Context: an optimization exercise on an open-source flow, tuned for small area, a short achievable clock period and few clock cycles per item. The choices shown serve that exercise and are no tape-out recipe. In this exercise RTL edits were held to simulation tests only and were not proved equivalent to the original. Power is estimated from default activity; no workload was simulated.

==> design.v <==
package aus_pkg;
  localparam int DEPTH = 64;
  localparam int PTR_W = $clog2(DEPTH);
  localparam int CNT_W = $clog2(DEPTH + 1);
  typedef logic [PTR_W-1:0] ptr_t;
  typedef logic [CNT_W-1:0] cnt_t;
  typedef struct packed {
    logic [6:0]        col;
    logic [6:0]        row;
    logic signed [7:0] value;
    logic signed [7:0] mark;
  } entry_t;
  localparam int ENTRY_W = 7 + 7 + 8 + 8;   
  localparam logic signed [7:0] MARK_ANCHOR = 8'sd1;
  localparam logic signed [7:0] MARK_NONE   = -8'sd1;
  localparam logic signed [7:0] MARK_CLEAR  = 8'sd0;
  typedef enum logic [2:0] {
    OP_PUSH   = 3'd0,
    OP_POP    = 3'd1,
    OP_PEEK   = 3'd2,
    OP_ANCHOR = 3'd3,
    OP_APPEND = 3'd4
  } op_t;
  typedef enum logic [1:0] {
    ST_OK    = 2'd0,
    ST_EMPTY = 2'd1,
    ST_FULL  = 2'd2
  } status_t;
  typedef enum logic {
    S_IDLE,
    S_EXEC
  } fsm_t;
endpackage
module aus_ram #(
  parameter int DEPTH  = 64,
  parameter int BODY_W = 22,
  parameter int MARK_W = 8
) (
  input  logic                      clk,
  input  logic                      rst,
  input  logic [DEPTH-1:0]          we_body,
  input  logic [DEPTH-1:0]          we_mark,
  input  logic [BODY_W-1:0]         wbody_enc,
  input  logic [MARK_W-1:0]         wmark_enc,
  input  logic [DEPTH-1:0]          rsel,
  output logic [BODY_W+MARK_W-1:0]  rraw_a,
  output logic [BODY_W+MARK_W-1:0]  rraw_b,
  output logic                      phase
);
  logic [BODY_W-1:0]         body [DEPTH];
  logic [MARK_W-1:0]         mark [DEPTH];
  always_ff @(posedge clk) begin
    if (rst) phase <= 1'b0;
    else     phase <= !phase;
  end
  for (genvar r = 0; r < DEPTH; r++) begin : g_row
    for (genvar b = 0; b < BODY_W; b++) begin : g_body
      aus_bit u_bit (
        .clk   (clk),
        .write (we_body[r]),
        .hold  (!we_body[r]),
        .wenc  (wbody_enc[b]),
        .q     (body[r][b])
      );
    end
    for (genvar b = 0; b < MARK_W; b++) begin : g_mark
      aus_bit u_bit (
        .clk   (clk),
        .write (we_mark[r]),
        .hold  (!we_mark[r]),
        .wenc  (wmark_enc[b]),
        .q     (mark[r][b])
      );
    end
  end
  localparam int NGRP = DEPTH / 3;
  localparam int NREM = DEPTH - 3 * NGRP;
  localparam int NTRM = NGRP + NREM;
  logic [DEPTH-1:0]         col_q [BODY_W+MARK_W];
  logic [NTRM-1:0]          term_n [BODY_W+MARK_W];
  for (genvar b = 0; b < BODY_W + MARK_W; b++) begin : g_col
    for (genvar r = 0; r < DEPTH; r++) begin : g_r
      assign col_q[b][r] = (b < MARK_W) ? mark[r][b] : body[r][b - MARK_W];
    end
    for (genvar g = 0; g < NGRP; g++) begin : g_grp
      aus_rd3 u_rd (
        .sel (rsel[3*g +: 3]),
        .q   (col_q[b][3*g +: 3]),
        .y_n (term_n[b][g])
      );
    end
    for (genvar r = 3 * NGRP; r < DEPTH; r++) begin : g_rem
      assign term_n[b][NGRP + r - 3 * NGRP] = !(rsel[r] && col_q[b][r]);
    end
    assign rraw_a[b] = !(&term_n[b][NTRM/2-1:0]);
    assign rraw_b[b] = !(&term_n[b][NTRM-1:NTRM/2]);
  end
endmodule
module aus_bit (
  input  logic clk,
  input  logic write,
  input  logic hold,
  input  logic wenc,
  output logic q
);
  always_ff @(posedge clk) begin
    q <= ~((q | write) & (wenc | hold));
  end
endmodule
module aus_rd3 (
  input  logic [2:0] sel,
  input  logic [2:0] q,
  output logic       y_n
);
  assign y_n = !((sel[0] && q[0]) || (sel[1] && q[1]) || (sel[2] && q[2]));
endmodule
module aus_ctrl (
  input  logic                      clk,
  input  logic                      rst,
  input  logic                      start,
  output logic                      busy,
  input  logic [2:0]                operation,
  input  logic [6:0]                in_col,
  input  logic [6:0]                in_row,
  input  logic signed [7:0]         in_value,
  input  logic signed [7:0]         in_mark,
  output logic [aus_pkg::DEPTH-1:0] we_body,
  output logic [aus_pkg::DEPTH-1:0] we_mark,
  output logic [21:0]               wbody_enc,
  output logic [7:0]                wmark_enc,
  output logic [aus_pkg::DEPTH-1:0] rsel,
  input  logic [29:0]               rraw_a,
  input  logic [29:0]               rraw_b,
  input  logic                      phase,
  output logic                      done,
  output logic [1:0]                status,
  output logic [6:0]                out_col,
  output logic [6:0]                out_row,
  output logic signed [7:0]         out_value,
  output logic signed [7:0]         out_mark,
  output logic                      anchor_present,
  output logic                      is_empty,
  output logic [aus_pkg::CNT_W-1:0] fill_count
);
  logic              take;
  logic              a_valid;
  logic              a_push, a_pop, a_peek, a_anchor, a_append;
  logic              a_mark_anchor;    
  logic [7:0]        wmark;
  assign busy = 1'b0;
  assign take = start && !rst;
  assign wmark = (operation == aus_pkg::OP_APPEND) ? in_mark
               : {7'd0, operation == aus_pkg::OP_ANCHOR};
  always_ff @(posedge clk) begin
    a_valid       <= take;
    a_push        <= take && operation == aus_pkg::OP_PUSH;
    a_pop         <= take && operation == aus_pkg::OP_POP;
    a_peek        <= take && operation == aus_pkg::OP_PEEK;
    a_anchor      <= take && operation == aus_pkg::OP_ANCHOR;
    a_append      <= take && operation == aus_pkg::OP_APPEND;
    a_mark_anchor <= in_mark == aus_pkg::MARK_ANCHOR;
    wbody_enc     <= {in_col, in_row, in_value} ^ {22{!phase}};
    wmark_enc     <= wmark ^ {8{!phase}};
  end
  logic [aus_pkg::DEPTH-1:0] t_oh;      
  logic [7:0]    b_hi, b_lo;            
  aus_pkg::cnt_t count;
  logic          empty;                 
  logic          full;                  
  logic do_push, do_pop, do_peek, do_anchor, do_append, do_mark;
  aus_pkg::cnt_t count_next;
  logic [aus_pkg::DEPTH-1:0] at_b;
  assign do_push   = a_push   && !full;
  assign do_append = a_append && !full;
  assign do_pop    = a_pop    && !empty;
  assign do_peek   = a_peek   && !empty;
  assign do_anchor = a_anchor && !empty;
  assign do_mark   = (a_peek || a_anchor) && !empty;
  for (genvar r = 0; r < aus_pkg::DEPTH; r++) begin : g_we
    assign at_b[r] = b_hi[r / 8] && b_lo[r % 8];
    assign we_body[r] = (do_push && t_oh[(r + aus_pkg::DEPTH - 1) % aus_pkg::DEPTH])
                     || (do_append && at_b[r]);
    assign we_mark[r] = we_body[r] || (do_mark && t_oh[r]);
  end
  assign rsel = t_oh;
  always_comb begin
    count_next = count;
    if (do_push || do_append) count_next = count + 1'b1;
    else if (do_pop)          count_next = count - 1'b1;
  end
  always_ff @(posedge clk) begin
    if (rst) begin
      t_oh    <= {1'b1, {(aus_pkg::DEPTH - 1){1'b0}}};    
      b_hi    <= 8'h80;                                   
      b_lo    <= 8'h80;
      count   <= '0;
      empty   <= 1'b1;
      full    <= 1'b0;
    end else begin
      if (do_push)     t_oh <= {t_oh[aus_pkg::DEPTH-2:0], t_oh[aus_pkg::DEPTH-1]};
      else if (do_pop) t_oh <= {t_oh[0], t_oh[aus_pkg::DEPTH-1:1]};
      if (do_append) begin
        b_lo <= {b_lo[0], b_lo[7:1]};
        if (b_lo[0]) b_hi <= {b_hi[0], b_hi[7:1]};
      end
      count   <= count_next;
      empty   <= (count_next == '0);
      full    <= (count_next == aus_pkg::CNT_W'(aus_pkg::DEPTH));
    end
  end
  logic          c_valid;
  logic          c_pop, c_peek, c_anchor, c_add_anchor;
  logic          c_empty_err, c_full_err;
  logic [29:0]   c_raw_a, c_raw_b;
  aus_pkg::entry_t c_rec;
  aus_pkg::cnt_t anchors, anchors_next;
  logic          rd_anchor, inc, dec;
  always_ff @(posedge clk) begin
    c_valid      <= a_valid && !rst;
    c_pop        <= do_pop && !rst;
    c_peek       <= do_peek && !rst;
    c_anchor     <= do_anchor && !rst;
    c_add_anchor <= do_append && a_mark_anchor && !rst;
    c_empty_err  <= (a_pop || a_peek || a_anchor) && empty;
    c_full_err   <= (a_push || a_append) && full;
    c_raw_a      <= rraw_a;
    c_raw_b      <= rraw_b;
  end
  assign c_rec = (c_raw_a | c_raw_b) ^ {30{!phase}};
  assign rd_anchor = (c_rec.mark == aus_pkg::MARK_ANCHOR);
  assign inc = (c_anchor && !rd_anchor) || c_add_anchor;
  assign dec = (c_pop || c_peek) && rd_anchor;
  always_comb begin
    anchors_next = anchors;
    if (inc)      anchors_next = anchors + 1'b1;
    else if (dec) anchors_next = anchors - 1'b1;
  end
  always_ff @(posedge clk) begin
    if (rst) begin
      anchors <= '0;
      done    <= 1'b0;
    end else begin
      anchors <= anchors_next;
      done    <= c_valid;
    end
  end
  always_ff @(posedge clk) begin
    status         <= c_empty_err ? aus_pkg::ST_EMPTY
                    : c_full_err  ? aus_pkg::ST_FULL
                    : aus_pkg::ST_OK;
    out_col        <= c_pop ? c_rec.col   : '0;
    out_row        <= c_pop ? c_rec.row   : '0;
    out_value      <= c_pop ? c_rec.value : '0;
    out_mark       <= (c_pop || c_peek) ? c_rec.mark
                    : c_empty_err ? aus_pkg::MARK_NONE
                    : aus_pkg::MARK_CLEAR;
    anchor_present <= inc || (dec ? (anchors != aus_pkg::CNT_W'(1)) : (anchors != '0));
    is_empty       <= empty;
    fill_count     <= count;
  end
endmodule
module anchored_undo_stack_top (
  input  logic                      clk,
  input  logic                      rst,
  input  logic                      start,
  output logic                      busy,
  input  logic [2:0]                operation,
  input  logic [6:0]                in_col,
  input  logic [6:0]                in_row,
  input  logic signed [7:0]         in_value,
  input  logic signed [7:0]         in_mark,
  output logic                      done,
  output logic [1:0]                status,
  output logic [6:0]                out_col,
  output logic [6:0]                out_row,
  output logic signed [7:0]         out_value,
  output logic signed [7:0]         out_mark,
  output logic                      anchor_present,
  output logic                      is_empty,
  output logic [aus_pkg::CNT_W-1:0] fill_count
);
  logic [aus_pkg::DEPTH-1:0] we_body;
  logic [aus_pkg::DEPTH-1:0] we_mark;
  logic [21:0]               wbody_enc;
  logic [7:0]                wmark_enc;
  logic [aus_pkg::DEPTH-1:0] rsel;
  logic [29:0]               rraw_a;
  logic [29:0]               rraw_b;
  logic                      phase;
  aus_ram #(
    .DEPTH  (aus_pkg::DEPTH),
    .BODY_W (22),
    .MARK_W (8)
  ) u_ram (
    .clk     (clk),
    .rst     (rst),
    .we_body (we_body),
    .we_mark (we_mark),
    .wbody_enc (wbody_enc),
    .wmark_enc (wmark_enc),
    .rsel    (rsel),
    .rraw_a  (rraw_a),
    .rraw_b  (rraw_b),
    .phase   (phase)
  );
  aus_ctrl u_ctrl (
    .clk            (clk),
    .rst            (rst),
    .start          (start),
    .busy           (busy),
    .operation      (operation),
    .in_col         (in_col),
    .in_row         (in_row),
    .in_value       (in_value),
    .in_mark        (in_mark),
    .we_body        (we_body),
    .we_mark        (we_mark),
    .wbody_enc      (wbody_enc),
    .wmark_enc      (wmark_enc),
    .rsel           (rsel),
    .rraw_a         (rraw_a),
    .rraw_b         (rraw_b),
    .phase          (phase),
    .done           (done),
    .status         (status),
    .out_col        (out_col),
    .out_row        (out_row),
    .out_value      (out_value),
    .out_mark       (out_mark),
    .anchor_present (anchor_present),
    .is_empty       (is_empty),
    .fill_count     (fill_count)
  );
endmodule
==> run.sh <==
#!/bin/bash
# synth_recipe.tcl (not shown) runs the flow's synth.tcl, then flattens the netlist and writes it again
# the make line also repeats each setting of config.mk as NAME=value (left out here)
make -C /OpenROAD-flow-scripts/flow DESIGN_CONFIG=/design/flow/config.mk WORK_HOME=/design/flow/orfs CLKGATE_MAP_FILE= SYNTH_SCRIPT=/design/flow/synth_recipe.tcl finish
==> config.mk <==
export PLATFORM = sky130hd
export DESIGN_NAME = anchored_undo_stack_top
export DESIGN_NICKNAME = anchored_undo_stack_top
export VERILOG_FILES = /design/flow/design.v
export SDC_FILE = /design/flow/constraint.sdc
export NUM_CORES = 4
export LEC_CHECK = 0
export CAP_MARGIN = 20
export CORE_MARGIN = 2
export CORE_UTILIZATION = 45
export CTS_CLUSTER_DIAMETER = 90
export CTS_CLUSTER_SIZE = 25
export SETUP_SLACK_MARGIN = 4.3
export SLEW_MARGIN = 20
export SYNTH_HIERARCHICAL = 1
==> constraint.sdc <==
create_clock -name core_clock -period 7.0 [get_ports {clk}]
set_input_delay 1.4000 -clock core_clock [delete_from_list [all_inputs] [get_ports {clk}]]
set_output_delay 1.4000 -clock core_clock [all_outputs]
set_load 0.01 [all_outputs]
==> results of run 1 <==
[critical path, cell delays in order (launching register included)]
cell	delay [ns]
sky130_fd_sc_hd__dfxtp_2	0.46
sky130_fd_sc_hd__buf_4	0.29
sky130_fd_sc_hd__a222oi_1	0.80
sky130_fd_sc_hd__nand4_1	0.66
sky130_fd_sc_hd__or3_1	0.51
[worst paths after layout]
path	endpoint	slack, ns
setup reg to reg	u_ctrl.c_raw_a[19]$_DFF_P_	4.12
hold / removal	u_ctrl.fill_count[5]$_DFF_P_	0.42
setup / recovery	u_ctrl.c_raw_a[19]$_DFF_P_	4.12
hold reg to reg	u_ctrl.fill_count[5]$_DFF_P_	0.42
[layer usage]
layer	share of wire, %	vias to the layer above
met5	0.012	-
met4	4.9	6
met3	9.3	531
met2	44	3333
met1	42	29991
li1	-	25746
[cells by family (layout without fill, tap and decap cells)]
| logic type | Yosys count | in the layout | share of synthesized area [%] |
|---|---|---|---|
| simple gates | 594 | 595 | 4.24 |
| other cells | 1 | 7 | 0.00547 |
| compound gates | 2862 | 2862 | 30.2 |
| flops | 2163 | 2163 | 63.2 |
| mux | 13 | 13 | 0.201 |
| buf+inv | 280 | 527 | 1.57 |
| fa+ha+maj | 6 | 6 | 0.110 |
| xor+xnor | 42 | 42 | 0.537 |
[power by group through the flow]
stage	sequential, uW	combinational, uW	clock, uW
after detailed placement	14500	1870	0
final	14300	1920	6580
after global routing	14300	2000	7080
after floorplan	14200	1050	0
after CTS	14200	1870	6660
after global placement	14500	1830	0
[state kept, by name (all words and copies together), names as in the netlist, 7 cells and up]
signal                      flops
u_ctrl.out_value                8
u_ram.g_row.g_mark.u_bit.q    512
u_ctrl.out_mark                 8
u_ctrl.out_col                  7
u_ctrl.c_raw_b                 30
u_ctrl.wmark_enc                8
u_ctrl.count                    7
u_ctrl.b_hi                     8
u_ctrl.anchors                  7
u_ctrl.wbody_enc               22
u_ctrl.fill_count               7
u_ctrl.b_lo                     8
u_ctrl.t_oh                    64
u_ctrl.out_row                  7
u_ctrl.c_raw_a                 30
u_ram.g_row.g_body.u_bit.q   1408
[Yosys stat by module, one instance, submodules excluded, a selection]
module,area (um^2),cells inside,flops+latches
aus_bit,26.3,2,1
aus_ctrl,9720,1118,242
aus_rd3,10.0,1,0
[layout make-up]
cell class,count,area [um^2],area share [%]
Clock inverter,13,168,0.222
Antenna cell,6,15.0,0.0199
Clock buffer,108,2540,3.37
Inverter,189,717,0.949
Timing Repair Buffer,215,1690,2.23
Timing Repair inverter,2,15.0,0.0199
Tap cell,2030,2540,3.36
Sequential cell,2163,43500,57.6
Multi-Input combinational cell,3519,24400,32.3
[synth_stat cells (all sizes together) (6+ instances only)]
| master | instances |
|---|---|
| a2111o | 30 |
| a21boi | 23 |
| a21o | 9 |
| a21oi | 84 |
| a222oi | 630 |
| a22o | 57 |
| a311oi | 63 |
| and2 | 11 |
| and3 | 6 |
| buf | 18 |
| clkbuf | 73 |
| dfxtp | 2163 |
| ha | 6 |
| inv | 189 |
| mux2 | 6 |
| mux2i | 7 |
| nand2 | 208 |
| nand3 | 36 |
| nand4 | 128 |
| nor2 | 108 |
| nor2b | 11 |
| nor3 | 7 |
| nor3b | 8 |
| o21ai | 26 |
| o22ai | 1926 |
| or3 | 53 |
| xnor2 | 32 |
| xor2 | 10 |
[timing repair]
action,in CTS,in global routing
hold buffers,0,0
setup endpoints to repair,1897,860
cloned,2,1
pin swaps,5,10
gates resized for setup,252,32
setup buffers,1,0
[through the flow]
step / worst slack [ns] / power [uW] / hold WS, ns / utilization, % / cells
final: 4.12 / 22800 / 0.424 / 49.8 / 8245
after CTS: 4.30 / 22700 / 0.431 / 49.8 / 8238
after global placement: 3.52 / 16300 / 0.416 / 47.9 / 8114
after global routing: 4.23 / 23400 / 0.453 / 49.8 / 8239
after floorplan: 4.64 / 15200 / 0.352 / - / 5961
after detailed placement: 3.38 / 16400 / 0.419 / 47.9 / 8114
==> impl_metrics.toml, run 1 <==
[pwr]
total_leakage_power_uw = 0.0286
power_switching_share_pct = 26.4
power_frac_seq_pct = 62.7
cellInternalPower_uw = 16700
power.density_cell_area_nw_per_um2 = 301
vdd_drop_max_v = 0.000252
net-switching-power_uw = 6000
clock_power_share_pct = 28.9
p_comb_share_pct = 8.4

[clock_tree]
cts-root-to-sink-buffers = 3
insertion_delay_ns = 0.78
cts_tree = "built"
ctsRootBufferMaster = "sky130_fd_sc_hd__clkbuf_16"
cts_buffers = 98
tritoncts_num_sinks = 2163
clk_transition_reported_paths_ns = 0.10
cts_max_level = 3

[outcome]
status = "no timing/DRC/antenna violations"

[global_route]
global_route.peak_usage_layer = "met2"
grt_use_total_pct = 31.2
grt_pass1_vias = 53600
global_route_wire_length_before_repair_um = 370000
globalRouteMet3Util_pct = 5.58
grtUsageMet1_pct = 44.0
grt_residual_overflow = 0
grt_use_met2_pct = 46.8
antenna_found_initial = 12
grt_max_degree = 70

[route]
final_antenna_net_count = 0
viasPerCell = 7.23
drc = 0
routedWlPerCell_um = 31.1
routed_wl_um = 257000
drtIter0Drc = 9433
vias = 59607
drtPass1Iterations = 11

[timing]
finalHoldViolCount = 0
post-route-min-period_ns = 2.88
rsz_0062_raised_after_global_routing = "yes"
worst_pin_slew_ns = 1.24
clock.fmax_mhz = 348
max_slew_headroom_at_the_worst_pin_pct = 17.1
skew_ns = 0.0412
fin_setup_tns_ns = 0
timing.final.setup_violations = 0
slew_violations = 0
timing.final.crit_share_pct = 41.1

[worst_setup_path]
cp.arrival_ns = 3.53
setup.worst_path.class = "reg -> reg"
worst_r2r_startpoint = "u_ctrl.t_oh[3]$_SDFFE_PP0P_"
path_max_fanout = 23
endpoint_kind = "flop"
required_ns = 7.66
critical_path.startpoint_type = "flop"
critPathLaunch = "u_ctrl.t_oh[3]$_SDFFE_PP0P_"
timing.reg2reg.worst_path_depth = 4

[yosys]
ys_seq_area_share_pct = 63.2
synth_top_area_cell = "sky130_fd_sc_hd__dfxtp_1"
ys_async_sr_fraction_pct = 0
synth_top_flop_cell = "sky130_fd_sc_hd__dfxtp_1"
share_of_the_synthesized_area_in_the_top_cell_type_pct = 63.2
edff_count_synth = 0
yosys_register_bits = 2163
synthesis.instances = 5961
yosys.cell_types.count = 58
synthesis.area_um2 = 68500
synthesis.yosys.warnings = 15
synth.avg_cell_area_um2 = 11.5
synth_area_leaders = "sky130_fd_sc_hd__dfxtp_1 63%, sky130_fd_sc_hd__o22ai_1 18%, sky130_fd_sc_hd__a222oi_1 9.2%"
mappedNetlistNets = 6003

[placement]
dpl-instance-area_um2 = 72700
hpwlAfterDp_um = 161000
finalWeightedCongestion = 0.880
port-buffer-count = 77

[floorplan]
placeableCoreArea_um2 = 152000
dieHeight_um = 394
die_w_um = 394
top_level_ports = 79
rows = 143
starting_density_of_the_core_pct = 45.2
total_die_area_um2 = 155000

[hold_path]
hold_path.class = "reg -> reg"
hold_path_depth = 0
worst_min_delay_path_startpoint = "u_ctrl.count[5]$_SDFF_PP0_"

[finish]
num-nets-final = 6230
layout-area-overhead-vs-synth_pct = 10.2
final_area_um2 = 75500
commonest_non_fill_non_tap_cells_in_the_layout = "2106 x sky130_fd_sc_hd__dfxtp_1, 1926 x sky130_fd_sc_hd__o22ai_1, 630 x sky130_fd_sc_hd__a222oi_1, 207 x sky130_fd_sc_hd__nand2_1, 183 x sky130_fd_sc_hd__inv_1"
num-fill-cells = 13736
layout.cells.most_common = "sky130_fd_sc_hd__dfxtp_1"
final_layout_size_suffix_gt1_share_pct = 6.72

[job]
max_cap_viols = 0
Testbench counts, summed over its fixed seeds: cycles 24,024, items 24,000.
==> run 2: changes to the inputs <==
--- a/config.mk
+++ b/config.mk
@@ -12,3 +12,3 @@
 export CTS_CLUSTER_SIZE = 25
-export SETUP_SLACK_MARGIN = 4.3
+export SETUP_SLACK_MARGIN = 4.45
 export SLEW_MARGIN = 20
==> impl_metrics.toml, run 2 <==
[yosys]
synthesis.yosys.warnings = 15
share_of_the_synthesized_area_in_the_top_cell_type_pct = 63.2
ys_async_sr_fraction_pct = 0
synthMostInstantiatedCell = "sky130_fd_sc_hd__dfxtp_1"
yosys.cell_types.count = 58
edff_count_synth = 0
synth.avg_cell_area_um2 = 11.5
ys_seq_area_share_pct = 63.2
synth_common_cells = "2163 x sky130_fd_sc_hd__dfxtp_1, 1926 x sky130_fd_sc_hd__o22ai_1, 630 x sky130_fd_sc_hd__a222oi_1, 208 x sky130_fd_sc_hd__nand2_1, 189 x sky130_fd_sc_hd__inv_1"
yosys_register_bits = 2163
synth_area_leaders = "sky130_fd_sc_hd__dfxtp_1 63%, sky130_fd_sc_hd__o22ai_1 18%, sky130_fd_sc_hd__a222oi_1 9.2%"
mappedNetlistNets = 6003
synthesis.area_um2 = 68500
synth_top_flop_cell = "sky130_fd_sc_hd__dfxtp_1"
synthesis.instances = 5961
synth_top_area_cell = "sky130_fd_sc_hd__dfxtp_1"

[finish]
final_area_um2 = 76000
num-fill-cells = 13689
finalNonFillerCells = 8263
registers.top_by_ff_count = "u_ram.g_row.g_body.u_bit.q"
largest_register_ff_count = 1408
layout-area-overhead-vs-synth_pct = 10.9
final_core_util_pct = 50.2
final_layout_size_suffix_gt1_share_pct = 7.85
commonest_non_fill_non_tap_cells_in_the_layout = "2087 x sky130_fd_sc_hd__dfxtp_1, 1926 x sky130_fd_sc_hd__o22ai_1, 630 x sky130_fd_sc_hd__a222oi_1, 207 x sky130_fd_sc_hd__nand2_1, 155 x sky130_fd_sc_hd__inv_1"
num-nets-final = 6250
top_regs = "u_ram.g_row.g_body.u_bit.q (1408), u_ram.g_row.g_mark.u_bit.q (512), u_ctrl.t_oh (64)"
layout.cells.most_common = "sky130_fd_sc_hd__dfxtp_1"

[clock_tree]
cts_max_level = 3
ctsRootBufferMaster = "sky130_fd_sc_hd__clkbuf_16"
cts-root-to-sink-buffers = 3
tritoncts_num_sinks = 2163
postCtsHoldBufs = 0
cts_tree = "built"
cts_buffers = 98
insertion_delay_ns = 0.78
clk_transition_reported_paths_ns = 0.10

[timing]
timing.final.setup_violations = 0
max_slew_headroom_at_the_worst_pin_pct = 18.6
worst_pin_slew_ns = 1.22
post-route-min-period_ns = 2.69
finalHoldViolCount = 0
rsz_0062_raised_after_global_routing = "yes"
clock.fmax_mhz = 372
slew_violations = 0
timing.final.crit_share_pct = 38.4
fin_setup_tns_ns = 0
skew_ns = 0.0439

[pwr]
net-switching-power_uw = 6010
report.power.total_uw = 22800
power_switching_share_pct = 26.4
cellInternalPower_uw = 16800
vdd_drop_max_v = 0.000252
power_frac_seq_pct = 62.6
total_leakage_power_uw = 0.0287
power.density_cell_area_nw_per_um2 = 299
clock_power_share_pct = 28.9
p_comb_share_pct = 8.5

[worst_setup_path]
required_ns = 5.60
critical-path-max-stage-delay_ns = 0.41
endpoint_kind = "primary output"
family_of_cells_with_the_greatest_summed_delay_on_the_critical_path = "flip-flops"
worst_r2r_startpoint = "u_ctrl.t_oh[0]$_SDFFE_PP0P_"
worst-path-buf-inv = 1
timing.reg2reg.worst_path_depth = 4
path_max_fanout = 1
rrSetupSlack_ns = 4.32
cp_num_cells = 1
critical-path-slowest-cell = "sky130_fd_sc_hd__dfxtp_4"
worstPathCellList = "buf_6"
cp.arrival_ns = 1.29
setup.worst_path.class = "reg -> out"
r2r-end = "u_ctrl.c_raw_a[16]$_DFF_P_"
critical_path.startpoint_type = "flop"

[route]
final_antenna_net_count = 0
routedWlPerCell_um = 31.2
drc = 0
drtPass1Iterations = 10
viasPerCell = 7.21
vias = 59576
routed_wl_um = 258000
drtIter0Drc = 9539

[hold_path]
hold_path.class = "reg -> reg"
hold_path_depth = 0
worst_min_delay_path_startpoint = "u_ctrl.count[5]$_SDFF_PP0_"
min_delay_worst_endpoint = "u_ctrl.fill_count[5]$_DFF_P_"

[global_route]
grt_pass1_vias = 53615
grt_residual_overflow = 0
grt_max_degree = 70
global_route_wire_length_before_repair_um = 371000
antenna_found_initial = 8
grt_use_total_pct = 31.2

[floorplan]
top_level_ports = 79
rows = 143
dieHeight_um = 394
die_w_um = 394
total_die_area_um2 = 155000
placeableCoreArea_um2 = 152000
starting_density_of_the_core_pct = 45.2

[placement]
hpwlAfterDp_um = 161000
dpl-instance-area_um2 = 72700
finalWeightedCongestion = 0.880
placed_cells_incl_taps = 8114
port-buffer-count = 77

[outcome]
status = "no timing/DRC/antenna violations"

[job]
max_cap_viols = 0
-- run 2: per-module statistics from Yosys, one instance, submodules excluded, a selection --
module	area, um^2	flip-flops and latches
aus_bit	26.3	1
aus_ctrl	9720	242
aus_rd3	10.0	0
-- run 2: per-layer routing --
metal	vias to the layer above	part of all wire (%)	GRT usage, %
met4	8	4.8	13.1
met5	-	0.018	0
met2	3349	44	47.0
li1	25794	-	-
met1	29886	41	44.1
met3	539	9.7	5.50
-- run 2: logic make-up after synthesis --
family                     synth area share, %
AOI/OAI and AO/OA                         30.2
xor gates and xnor gates                 0.537
adders and majority gates                0.110
buffers and inverters                     1.57
DFF                                       63.2
muxes                                    0.201
other                                  0.00547
and+or+nand+nor                           4.24
-- run 2: stage by stage --
stage                     setup slack, ns  hold WS, ns
after floorplan                      4.64        0.352
after global placement               3.52        0.416
after detailed placement             3.38        0.419
after CTS                            4.30        0.423
after global routing                 4.30        0.445
final                                4.31        0.412
-- run 2: final cells by class --
class                   count  area (um^2)  share of cell area [%]
inverters                 189          762                    1.00
multi-input cells        3520        24400                    32.1
well taps                2030         2540                    3.34
clock inverters            13          168                   0.221
clock buffers             108         2540                    3.34
repair inverters           14         97.6                   0.128
repair buffers            222         1970                    2.59
flip-flops and latches   2163        43500                    57.2
diodes                      4         10.0                  0.0132
-- run 2: what timing repair did --
item | 4_1_cts | 5_1_grt
gates cloned | 6 | 11
pin swaps | 14 | 6
buffers inserted | 1 | 6
resized for setup | 309 | 95
endpoints found under the setup margin | 1952 | 1307
-- run 2: power groups by stage --
stage	Combinational (uW)	Clock, uW	Sequential [uW]
after global routing	2010	7080	14300
final	1930	6580	14200
after detailed placement	1870	0	14500
after global placement	1830	0	14500
after CTS	1880	6660	14200
after floorplan	1050	0	14200
-- run 2: worst max-delay path by stage --
stage	from	end	slack (ns)
after global placement	u_ctrl.a_append$_DFF_P_	u_ram.g_row[11].g_mark[6].u_bit.q$_DFF_P_	3.52
final	u_ctrl.out_col[4]$_SDFF_PN0_	out_col[4]	4.31
after detailed placement	u_ctrl.a_append$_DFF_P_	u_ram.g_row[11].g_mark[1].u_bit.q$_DFF_P_	3.38
after floorplan	operation[1]	u_ctrl.wmark_enc[1]$_DFF_P_	4.64
after global routing	u_ctrl.status[0]$_SDFF_PP1_	status[0]	4.30
after CTS	u_ctrl.out_col[4]$_SDFF_PN0_	out_col[4]	4.30
==> run 3: changes to the inputs <==
--- a/config.mk
+++ b/config.mk
@@ -12,3 +12,3 @@
 export CTS_CLUSTER_SIZE = 25
-export SETUP_SLACK_MARGIN = 4.45
+export SETUP_SLACK_MARGIN = 4.6
 export SLEW_MARGIN = 20
==> impl_metrics.toml, run 3 <==
[route]
routed_wl_um = 264000
viasPerCell = 7.26
routedWlPerCell_um = 31.7
drtIter0Drc = 9930
drc = 0
final_antenna_net_count = 0
vias = 60481
drtPass1Iterations = 8

[floorplan]
dieHeight_um = 394
rows = 143
total_die_area_um2 = 155000
top_level_ports = 79
placeableCoreArea_um2 = 152000
starting_density_of_the_core_pct = 45.2
die_w_um = 394

[global_route]
grt_use_total_pct = 31.6
grt_pass1_vias = 54000
grt_residual_overflow = 0
global_route_wire_length_before_repair_um = 375000
grt_max_degree = 70
antenna_found_initial = 7

[finish]
largest_register_ff_count = 1408
commonest_non_fill_non_tap_cells_in_the_layout = "2081 x sky130_fd_sc_hd__dfxtp_1, 1926 x sky130_fd_sc_hd__o22ai_1, 630 x sky130_fd_sc_hd__a222oi_1, 207 x sky130_fd_sc_hd__nand2_1, 130 x sky130_fd_sc_hd__buf_4"
finalNonFillerCells = 8333
layout.cells.most_common = "sky130_fd_sc_hd__dfxtp_1"
final_layout_size_suffix_gt1_share_pct = 9.83
top_regs = "u_ram.g_row.g_body.u_bit.q (1408), u_ram.g_row.g_mark.u_bit.q (512), u_ctrl.t_oh (64)"
final_core_util_pct = 50.8
num-fill-cells = 13639
final_area_um2 = 77000
registers.top_by_ff_count = "u_ram.g_row.g_body.u_bit.q"
num-nets-final = 6321
layout-area-overhead-vs-synth_pct = 12.3

[yosys]
ys_seq_area_share_pct = 63.2
synth_top_flop_cell = "sky130_fd_sc_hd__dfxtp_1"
synthesis.area_um2 = 68500
yosys.cell_types.count = 58
edff_count_synth = 0
ys_async_sr_fraction_pct = 0
synth_area_leaders = "sky130_fd_sc_hd__dfxtp_1 63%, sky130_fd_sc_hd__o22ai_1 18%, sky130_fd_sc_hd__a222oi_1 9.2%"
synth.avg_cell_area_um2 = 11.5
synth_common_cells = "2163 x sky130_fd_sc_hd__dfxtp_1, 1926 x sky130_fd_sc_hd__o22ai_1, 630 x sky130_fd_sc_hd__a222oi_1, 208 x sky130_fd_sc_hd__nand2_1, 189 x sky130_fd_sc_hd__inv_1"
synthMostInstantiatedCell = "sky130_fd_sc_hd__dfxtp_1"
synthesis.yosys.warnings = 15
synth_top_area_cell = "sky130_fd_sc_hd__dfxtp_1"
synthesis.instances = 5961
mappedNetlistNets = 6003
yosys_register_bits = 2163
share_of_the_synthesized_area_in_the_top_cell_type_pct = 63.2

[timing]
timing.final.crit_share_pct = 38.3
slew_violations = 0
finalHoldViolCount = 0
timing.final.setup_violations = 0
skew_ns = 0.0396
clock.fmax_mhz = 373
rsz_0062_raised_after_global_routing = "yes"
post-route-min-period_ns = 2.68
fin_setup_tns_ns = 0
worst_pin_slew_ns = 1.19
hold_slack_ns = 0.415
max_slew_headroom_at_the_worst_pin_pct = 20.6

[worst_setup_path]
worst_r2r_startpoint = "u_ctrl.t_oh[0]$_SDFFE_PP0P_"
path_max_fanout = 1
worstPathCellList = "buf_6"
worst-path-buf-inv = 1
rrSetupSlack_ns = 4.34
family_of_cells_with_the_greatest_summed_delay_on_the_critical_path = "flip-flops"
required_ns = 5.60
critical-path-max-stage-delay_ns = 0.41
critical-path-slowest-cell = "sky130_fd_sc_hd__dfxtp_4"
setup.worst_path.class = "reg -> out"
endpoint_kind = "primary output"
r2r-end = "u_ctrl.c_raw_a[19]$_DFF_P_"
timing.reg2reg.worst_path_depth = 4
cp.arrival_ns = 1.28
critical_path.startpoint_type = "flop"

[clock_tree]
postCtsHoldBufs = 0
clk_transition_reported_paths_ns = 0.10
ctsRootBufferMaster = "sky130_fd_sc_hd__clkbuf_16"
cts_tree = "built"
cts-root-to-sink-buffers = 3
tritoncts_num_sinks = 2163
insertion_delay_ns = 0.78
cts_max_level = 3
cts_buffers = 98

[hold_path]
worst_min_delay_path_startpoint = "u_ctrl.count[5]$_SDFF_PP0_"
hold_path_depth = 0
min_delay_worst_endpoint = "u_ctrl.fill_count[5]$_DFF_P_"
hold_path.class = "reg -> reg"

[placement]
port-buffer-count = 77
placed_cells_incl_taps = 8114
finalWeightedCongestion = 0.880
hpwlAfterDp_um = 161000
dpl-instance-area_um2 = 72700

[pwr]
power.density_cell_area_nw_per_um2 = 296
total_leakage_power_uw = 0.0289
vdd_drop_max_v = 0.000253

[job]
max_cap_viols = 0

[outcome]
status = "no timing/DRC/antenna violations"
## run 3: routing by layer
| metal | vias to the layer above | track usage (%) | part of all wire (%) |
|---|---|---|---|
| met5 | - | 0 | 0.017 |
| met4 | 8 | 13.7 | 5.1 |
| met3 | 576 | 5.88 | 10 |
| met2 | 3597 | 47.3 | 44 |
| met1 | 30339 | 44.4 | 41 |
| li1 | 25961 | - | - |
## run 3: cell families (layout without fill, tap and decap cells)
logic type	Yosys count	count (layout)	synth area share, %
compound gates	2862	2865	30.2
flops	2163	2163	63.2
simple gates	594	597	4.24
buf+inv	280	613	1.57
xor+xnor	42	42	0.537
mux	13	13	0.201
fa+ha+maj	6	6	0.110
other cells	1	4	0.00547
## run 3: how the worst max path moves through the flow
stage	startpoint	to	slack (ns)	depth (start not counted)
after floorplan	operation[1]	u_ctrl.wmark_enc[1]$_DFF_P_	4.64	3
after global placement	u_ctrl.a_append$_DFF_P_	u_ram.g_row[11].g_mark[6].u_bit.q$_DFF_P_	3.52	7
after detailed placement	u_ctrl.a_append$_DFF_P_	u_ram.g_row[11].g_mark[1].u_bit.q$_DFF_P_	3.38	7
after CTS	u_ctrl.out_col[4]$_SDFF_PN0_	out_col[4]	4.30	1
after global routing	u_ctrl.status[0]$_SDFF_PP1_	status[0]	4.30	1
final	u_ctrl.out_col[4]$_SDFF_PN0_	out_col[4]	4.32	1
## run 3: cell type report
class                           count  area, um^2  share of cell area (%)
Timing Repair inverter             48         355                   0.462
Inverter                          189         890                    1.16
Antenna cell                        3        7.51                 0.00975
Clock inverter                     13         168                   0.218
Multi-Input combinational cell   3524       24500                    31.9
Clock buffer                      108        2540                    3.30
Sequential cell                  2163       43500                    56.6
Timing Repair Buffer              255        2410                    3.13
Tap cell                         2030        2540                    3.30
## run 3: metrics by stage
step	setup slack [ns]	total power, uW
6_report	4.32	22800
5_1_grt	4.30	23400
4_1_cts	4.30	22800
3_5_place_dp	3.38	16400
3_3_place_gp	3.52	16300
2_1_floorplan	4.64	15200
## run 3: what timing repair did
item / in CTS / in global routing
gates resized for setup: 409 / 132
cloned: 27 / 29
setup endpoints to repair: 1993 / 1635
setup buffers: 19 / 20
pin swaps: 25 / 20
## run 3: power by group
group / leakage, uW / internal (uW) / switching (uW) / total, uW
logic: 0.00937 / 844 / 1110 / 1950
clock network: 0.00133 / 2660 / 3940 / 6600
registers: 0.0182 / 13300 / 993 / 14300
## run 3: modules after synthesis, one instance, submodules excluded, a selection
module | area [um^2] | cells
aus_ctrl | 9720 | 1118
aus_bit | 26.3 | 2
aus_rd3 | 10.0 | 1
==> run 4: changes to the inputs <==
--- a/config.mk
+++ b/config.mk
@@ -12,3 +12,3 @@
 export CTS_CLUSTER_SIZE = 25
-export SETUP_SLACK_MARGIN = 4.6
+export SETUP_SLACK_MARGIN = 4.75
 export SLEW_MARGIN = 20
==> impl_metrics.toml, run 4 <==
[worst_setup_path]
worstPathCellList = "buf_6"
cp.arrival_ns = 1.31
critical_path.startpoint_type = "flop"
family_of_cells_with_the_greatest_summed_delay_on_the_critical_path = "flip-flops"
endpoint_kind = "primary output"
critical-path-max-stage-delay_ns = 0.44
setup.worst_path.class = "reg -> out"
worst-path-buf-inv = 1
required_ns = 5.60
path_max_fanout = 1
critical-path-slowest-cell = "sky130_fd_sc_hd__dfxtp_4"

[timing]
timing.final.crit_share_pct = 38.8
rsz_0062_raised_after_global_routing = "yes"
max_slew_headroom_at_the_worst_pin_pct = 15.5
post-route-min-period_ns = 2.71
finalHoldViolCount = 0
worst_pin_slew_ns = 1.27
timing.final.setup_violations = 0
hold_slack_ns = 0.418
fin_setup_tns_ns = 0
slew_violations = 0
skew_ns = 0.0292
clock.fmax_mhz = 368

[hold_path]
hold_path.class = "reg -> reg"

[yosys]
share_of_the_synthesized_area_in_the_top_cell_type_pct = 63.2
synth.avg_cell_area_um2 = 11.5
synth-simple-area-share_pct = 4.24
synth_top_family_by_area = "compound AO/OA/AOI/OAI gates"
synth_xor_xnor_area_share_pct = 0.537
synthMostInstantiatedCell = "sky130_fd_sc_hd__dfxtp_1"
synth_compound_gate_area_share_pct = 30.2
edff_count_synth = 0
ys_seq_area_share_pct = 63.2
synth_top_flop_cell = "sky130_fd_sc_hd__dfxtp_1"
fraction_of_the_mapped_netlist_area_in_adder_cells_pct = 0.110
yosys.cell_types.count = 58
synth_top_area_cell = "sky130_fd_sc_hd__dfxtp_1"
synth.area.mux_share_pct = 0.201
mappedNetlistNets = 6003
ys_async_sr_fraction_pct = 0
synth_common_cells = "2163 x sky130_fd_sc_hd__dfxtp_1, 1926 x sky130_fd_sc_hd__o22ai_1, 630 x sky130_fd_sc_hd__a222oi_1, 208 x sky130_fd_sc_hd__nand2_1, 189 x sky130_fd_sc_hd__inv_1"
synth_area_leaders = "sky130_fd_sc_hd__dfxtp_1 63%, sky130_fd_sc_hd__o22ai_1 18%, sky130_fd_sc_hd__a222oi_1 9.2%"
synthesis.area_um2 = 68500
synthesis.yosys.warnings = 15
synthesis.instances = 5961
yosys_register_bits = 2163

[clock_tree]
clk_transition_reported_paths_ns = 0.10
tritoncts_num_sinks = 2163
cts_tree = "built"
ctsRootBufferMaster = "sky130_fd_sc_hd__clkbuf_16"
cts_max_level = 3
postCtsHoldBufs = 0
insertion_delay_ns = 0.77
cts-root-to-sink-buffers = 3
cts_buffers = 96

[finish]
layout.cells.most_common = "sky130_fd_sc_hd__dfxtp_1"
final_area_um2 = 80300
registers.top_by_ff_count = "u_ram.g_row.g_body.u_bit.q"
num-fill-cells = 13253
commonest_non_fill_non_tap_cells_in_the_layout = "2052 x sky130_fd_sc_hd__dfxtp_1, 1926 x sky130_fd_sc_hd__o22ai_1, 630 x sky130_fd_sc_hd__a222oi_1, 254 x sky130_fd_sc_hd__buf_4, 197 x sky130_fd_sc_hd__nand2_1"
final_layout_size_suffix_gt1_share_pct = 15.4
top_regs = "u_ram.g_row.g_body.u_bit.q (1408), u_ram.g_row.g_mark.u_bit.q (512), u_ctrl.t_oh (64)"
largest_register_ff_count = 1408
num-nets-final = 6562
layout-area-overhead-vs-synth_pct = 17.2

[global_route]
grt_max_degree = 73
grt_pass1_vias = 57383
global_route_wire_length_before_repair_um = 407000
grt_use_total_pct = 34.8
antenna_found_initial = 12
grt_residual_overflow = 0

[pwr]
total_leakage_power_uw = 0.0304
net-switching-power_uw = 6030
power_frac_seq_pct = 62.8
cellInternalPower_uw = 16700
p_comb_share_pct = 8.8
clock_power_share_pct = 28.4
power_switching_share_pct = 26.5
vdd_drop_max_v = 0.000210
power.density_cell_area_nw_per_um2 = 283

[floorplan]
rows = 143
total_die_area_um2 = 155000
dieHeight_um = 394
die_w_um = 394
top_level_ports = 79
starting_density_of_the_core_pct = 45.2
placeableCoreArea_um2 = 152000

[route]
drc = 0
routedWlPerCell_um = 34.1
drtPass1Iterations = 10
final_antenna_net_count = 0
routed_wl_um = 292000
vias = 63617
viasPerCell = 7.43
drtIter0Drc = 11202

[outcome]
status = "no timing/DRC/antenna violations"

[placement]
hpwlAfterDp_um = 156000
finalWeightedCongestion = 0.850
port-buffer-count = 77
dpl-instance-area_um2 = 72400

[job]
max_cap_viols = 0
-- run 4: cell counts after synthesis --
Identical to the previous run, type by type.
-- run 4: repair_timing --
item                                    in CTS  in global routing
gates resized for setup                    616                162
setup buffers                              157                 89
endpoints found under the hold margin        0                  0
cloned                                     107                 26
endpoints found under the setup margin    2056               1288
pin swaps                                   63                 74
-- run 4: final timing paths --
kind / from / endpoint / slack [ns] / cells after the start
worst max-delay path: u_ctrl.out_mark[1]$_DFF_P_ / out_mark[1] / 4.29 / 1
worst min register to register: u_ctrl.count[5]$_SDFF_PP0_ / u_ctrl.fill_count[5]$_DFF_P_ / 0.42 / 0
worst min-delay path: u_ctrl.count[5]$_SDFF_PP0_ / u_ctrl.fill_count[5]$_DFF_P_ / 0.42 / 0
worst max register to register: u_ctrl.t_oh[60]$_SDFFE_PP0P_ / u_ctrl.c_raw_b[17]$_DFF_P_ / 4.54 / 5
-- run 4: kinds of logic after synthesis --
| group | count (synthesis) |
|---|---|
| adders and majority gates | 6 |
| buffers and inverters | 280 |
| AOI/OAI and AO/OA | 2862 |
| DFF | 2163 |
| muxes | 13 |
| and+or+nand+nor | 594 |
| xor gates and xnor gates | 42 |
| other | 1 |
-- run 4: through the flow --
step	worst slack (ns)	power, uW	utilization (%)	std cells
after floorplan	4.80	15200	-	5961
after global placement	3.63	16200	47.8	8072
after detailed placement	3.53	16300	47.8	8072
after CTS	4.28	22600	51.9	8446
after global routing	4.26	23300	53.0	8562
final	4.29	22700	53.0	8564
-- run 4: modules after synthesis (local to each module, per instance), a selection --
module    cell area [um^2]  flops+latches  times used
aus_rd3               10.0              0         630
aus_ctrl              9720            242           1
aus_bit               26.3              1        1920
-- run 4: layout make-up --
class	instances	area [um^2]	share of cell area, %
Antenna cell	2	5.00	0.00623
Clock buffer	106	2510	3.13
Clock inverter	4	35.0	0.0436
Inverter	189	1020	1.26
Multi-Input combinational cell	3572	25600	31.8
Sequential cell	2163	43600	54.3
Tap cell	2030	2540	3.16
Timing Repair Buffer	435	4590	5.71
Timing Repair inverter	63	473	0.589
-- run 4: power by group through the flow --
| stage | registers (uW) | logic [uW] | clock network (uW) |
|---|---|---|---|
| after floorplan | 14200 | 1050 | 0 |
| after global placement | 14500 | 1780 | 0 |
| after detailed placement | 14500 | 1820 | 0 |
| after CTS | 14200 | 1900 | 6470 |
| after global routing | 14300 | 2070 | 6870 |
| final | 14300 | 2000 | 6450 |
-- run 4: routing by layer --
layer	GRT usage, %	share of wire, %	vias up
met5	0	0.061	-
met4	20.1	7.4	14
met3	8.75	12	899
met2	51.7	43	4477
met1	45.9	38	31655
li1	-	-	26572

-- static timing again, ports no longer ideal --
In the flow no input, the clock included, has a driving cell. The finished layouts below were timed again as built, in two steps.
Step 1 assumes that a clkbuf_16 drives the clock port and a buf_2 every other input.
Step 2 times the ports against the registers' clock, not the clock port: input delays grow and output delays shrink by t, the midpoint of the rising clock arrivals with the driver on.
Three values: ideal ports, drivers, drivers and shift; two values: the first two.
run | shift t [ns] | setup WS [ns] | hold slack, ns
run 1 | 0.841 | 4.123 / 4.123 / 3.795 | 0.424 / 0.424 / 0.424
run 2 | 0.839 | 4.314 / 4.236 / 3.784 | 0.412 / 0.412 / 0.412
run 3 | 0.842 | 4.319 / 4.238 / 3.966 | 0.415 / 0.415 / 0.415
run 4 | 0.830 | 4.286 / 4.209 / 4.069 | 0.418 / 0.418 / 0.418
After both steps setup and hold are still met in every run listed. The setup slack of run 2, which loses most, moves by -0.078 ns with the drivers and by -0.530 ns with both steps.
